This is an optimization exercise on Yosys and OpenROAD, whose aim is small area, a short achievable clock period and few clock cycles per item, not a production implementation. The RTL was checked by simulation tests, not by an equivalence proof against the original design.

// yuvToRgbTop
module yuvToRgbTop (
  input  wire                       Clock_50_I,
  input  wire                       Resetn,
  input  wire [31:0]                inPair,
  input  wire                       inValid,
  input  wire                       rgbReady,
  input  wire                       cfgWrite,
  input  wire [8:0]                 cfgData,
  output logic                      inReady,
  output logic [48:0]               rgbPair,
  output logic                      rgbValid,
  output logic [8:0]                lineLength,
  output logic                      cfgError
);
Size in the first run: about 490 flip-flops.
==> flow/config.mk <==
export PLATFORM = sky130hd
export DESIGN_NAME = yuvToRgbTop
export DESIGN_NICKNAME = yuvToRgbTop
export VERILOG_FILES = /design/flow/design.v
export SDC_FILE = /design/flow/constraint.sdc
export NUM_CORES = 4
export LEC_CHECK = 0
export CAP_MARGIN = 20
export CORE_MARGIN = 2
export CORE_UTILIZATION = 60
export SETUP_SLACK_MARGIN = 5
export SLEW_MARGIN = 20
export TNS_END_PERCENT = 20
==> flow/constraint.sdc <==
create_clock -name core_clock -period 11.0 [get_ports {Clock_50_I}]
set_input_delay 2.2000 -clock core_clock [delete_from_list [all_inputs] [get_ports {Clock_50_I}]]
set_output_delay 2.2000 -clock core_clock [all_outputs]
set_load 0.01 [all_outputs]
standard.sh (not shown) runs the stock make flow with config.mk's settings and CLKGATE_MAP_FILE= SYNTH_SCRIPT=/design/flow/synth_recipe.tcl, a recipe that flattens the netlist after the stock synthesis.
==> flow/flow/run.sh <==
#!/bin/bash
set -euo pipefail
bash ./standard.sh SETUP_SLACK_MARGIN=6.9 MATCH_CELL_FOOTPRINT=0 finish > standard_flow.log 2>&1
The baseline finished with timing, DRC and antenna clean.
Testbench counts at the start, summed over its fixed seeds: cycles 4,100, items 3,972.
Next try:
CTS_BUF_LIST = sky130_fd_sc_hd__clkbuf_8   (was not set)
TNS_END_PERCENT = not set   (was 20)
Global-route usage goes up by 0.99 points.
Die area is unchanged.
Non-clock buffer count goes up by 13.
Core utilization goes down by 0.16 points.
Routed wire length goes up by 3.7%.
Setup slack gains 0.060 ns.
Next try:
==> flow/flow/run.sh (replaced) <==
#!/bin/bash
set -euo pipefail
bash ./standard.sh SETUP_SLACK_MARGIN=6.9 finish > standard_flow.log 2>&1
CORE_UTILIZATION = 40   (was 60)
CTS_BUF_LIST = not set   (was sky130_fd_sc_hd__clkbuf_8)
Effect: The new run finished with timing, DRC and antenna clean. Fmax went up slightly. Count of clock-buffer cells in the layout drops by 20.
Next try:
==> flow/flow/run.sh (replaced) <==
#!/bin/bash
set -euo pipefail
bash ./standard.sh SETUP_SLACK_MARGIN=6.9 MATCH_CELL_FOOTPRINT=0 'BUFFER_PORTS_ARGS=-buffer_cell sky130_fd_sc_hd__buf_4' finish > standard_flow.log 2>&1
CORE_UTILIZATION = 60   (was 40)
Worst setup slack is worse by 0.062 ns.
Wire length went up by 1.1%.
Worst hold slack hardly moves.
Cell area goes down by 2.5%.
Clock-buffer cell count went up by 7.
Clock skew is lower by 0.0051 ns.
Cell count fell by 9.8%.
Via count is higher by 2.8%.
Next try:
==> flow/flow/run.sh (replaced) <==
#!/bin/bash
set -euo pipefail
bash ./standard.sh SETUP_SLACK_MARGIN=7.5 finish > standard_flow.log 2>&1
CORE_UTILIZATION = 40   (was 60)
What happened: The changed run went through all stages and came out clean. Sequential share of layout area fell by 2.0 points. Final cell count rose by roughly a tenth. Via count fell slightly. Die area rose by well over a third. Worst setup slack gets better by 0.049 ns. Non-clock buffer count rose by 98. Count of clock-buffer cells in the layout fell by 8.

========
run 1:
Starting RTL as in the previous note.
clock: 11.0 ns
lec_check: 0
cap_margin: 20
core_margin: 2
core_utilization: 70
setup_slack_margin: 5
slew_margin: 20
==> flow/flow/run.sh <==
#!/bin/bash
set -euo pipefail
bash ./standard.sh SETUP_SLACK_MARGIN=6.9 MATCH_CELL_FOOTPRINT=0 finish > standard_flow.log 2>&1
Testbench counts of run 1, summed over its fixed seeds: cycles 4,100, items 3,972.
Here is what was changed in the inputs of run 2 compared with run 1.
- CORE_UTILIZATION now 40, was 70
==> flow/flow/run.sh <==
#!/bin/bash
set -euo pipefail
bash ./standard.sh SETUP_SLACK_MARGIN=6.5 finish > standard_flow.log 2>&1
- Final cell count was lower in run 1 than in run 2.
- Run 2 vs. run 1: smallest setup slack after layout lost 140 ps; worst-path maximum fanout picked up an extra 5; final wirelength lost about 7%; final instance area lost about 1.4%.
Setup changes, run 2 to run 3
- CORE_UTILIZATION now 60, was 40
==> flow/flow/run.sh <==
#!/bin/bash
set -euo pipefail
bash ./standard.sh SETUP_SLACK_MARGIN=7.1 MATCH_CELL_FOOTPRINT=0 finish > standard_flow.log 2>&1
Findings:
Routed wire length on met3 of run 3 exceeds that of run 2 by more than 10%. Min growth of design area from synthesis to finish across run 3 and run 2: run 2. On run 3: clock network area share is 0.21 points lower than what run 2 gave. Going from run 2 to run 3, final cell count went down by 7.2%, count of clock buffers in the final design decreased by about 10% relative to the old numbers. Smallest setup slack after layout ended up 260 ps higher on run 3 than on run 2.

==> static timing again, ports no longer ideal <==
In the flow no input, the clock included, has a driving cell. The finished layouts below were timed again as built, in two steps. Step 1 sets driving cells, clkbuf_16 on the clock port and buf_2 on the other inputs (assumed; they add their load-dependent delay and slew). Step 2, shift: input delay + t, output delay - t, t = (earliest + latest rising clock arrival at the registers) / 2. This alone moves slack from input paths to output paths. Three values: ideal ports, drivers, drivers and shift; two values: the first two.
run | t (ns) | setup slack, ns | latest minus earliest clock arrival (ns) | cell pins on the clock port's net
the first run of note 1 | 0.667 | 6.784 / 6.784 / 6.318 | 0.026 / 0.026 | 1
the second run of note 1 | 0.726 | 6.844 / 6.844 / 6.372 | 0.063 / 0.063 | 1
the third run of note 1 | 0.718 | 6.865 / 6.865 / 6.530 | 0.040 / 0.040 | 1
the fourth run of note 1 | 0.653 | 6.803 / 6.803 / 6.425 | 0.031 / 0.031 | 1
the fifth run of note 1 | 0.688 | 6.851 / 6.851 / 6.851 | 0.036 / 0.036 | 1
run 1 | 0.673 | 6.743 / 6.743 / 6.381 | 0.044 / 0.044 | 1
run 2 | 0.701 | 6.605 / 6.605 / 6.038 | 0.042 / 0.042 | 1
run 3 | 0.689 | 6.863 / 6.863 / 6.570 | 0.023 / 0.023 | 1
After both steps setup and hold are still met in every run listed. For run 2, which loses most, drivers alone change the setup slack by 0.000 ns; drivers and shift together by -0.567 ns.
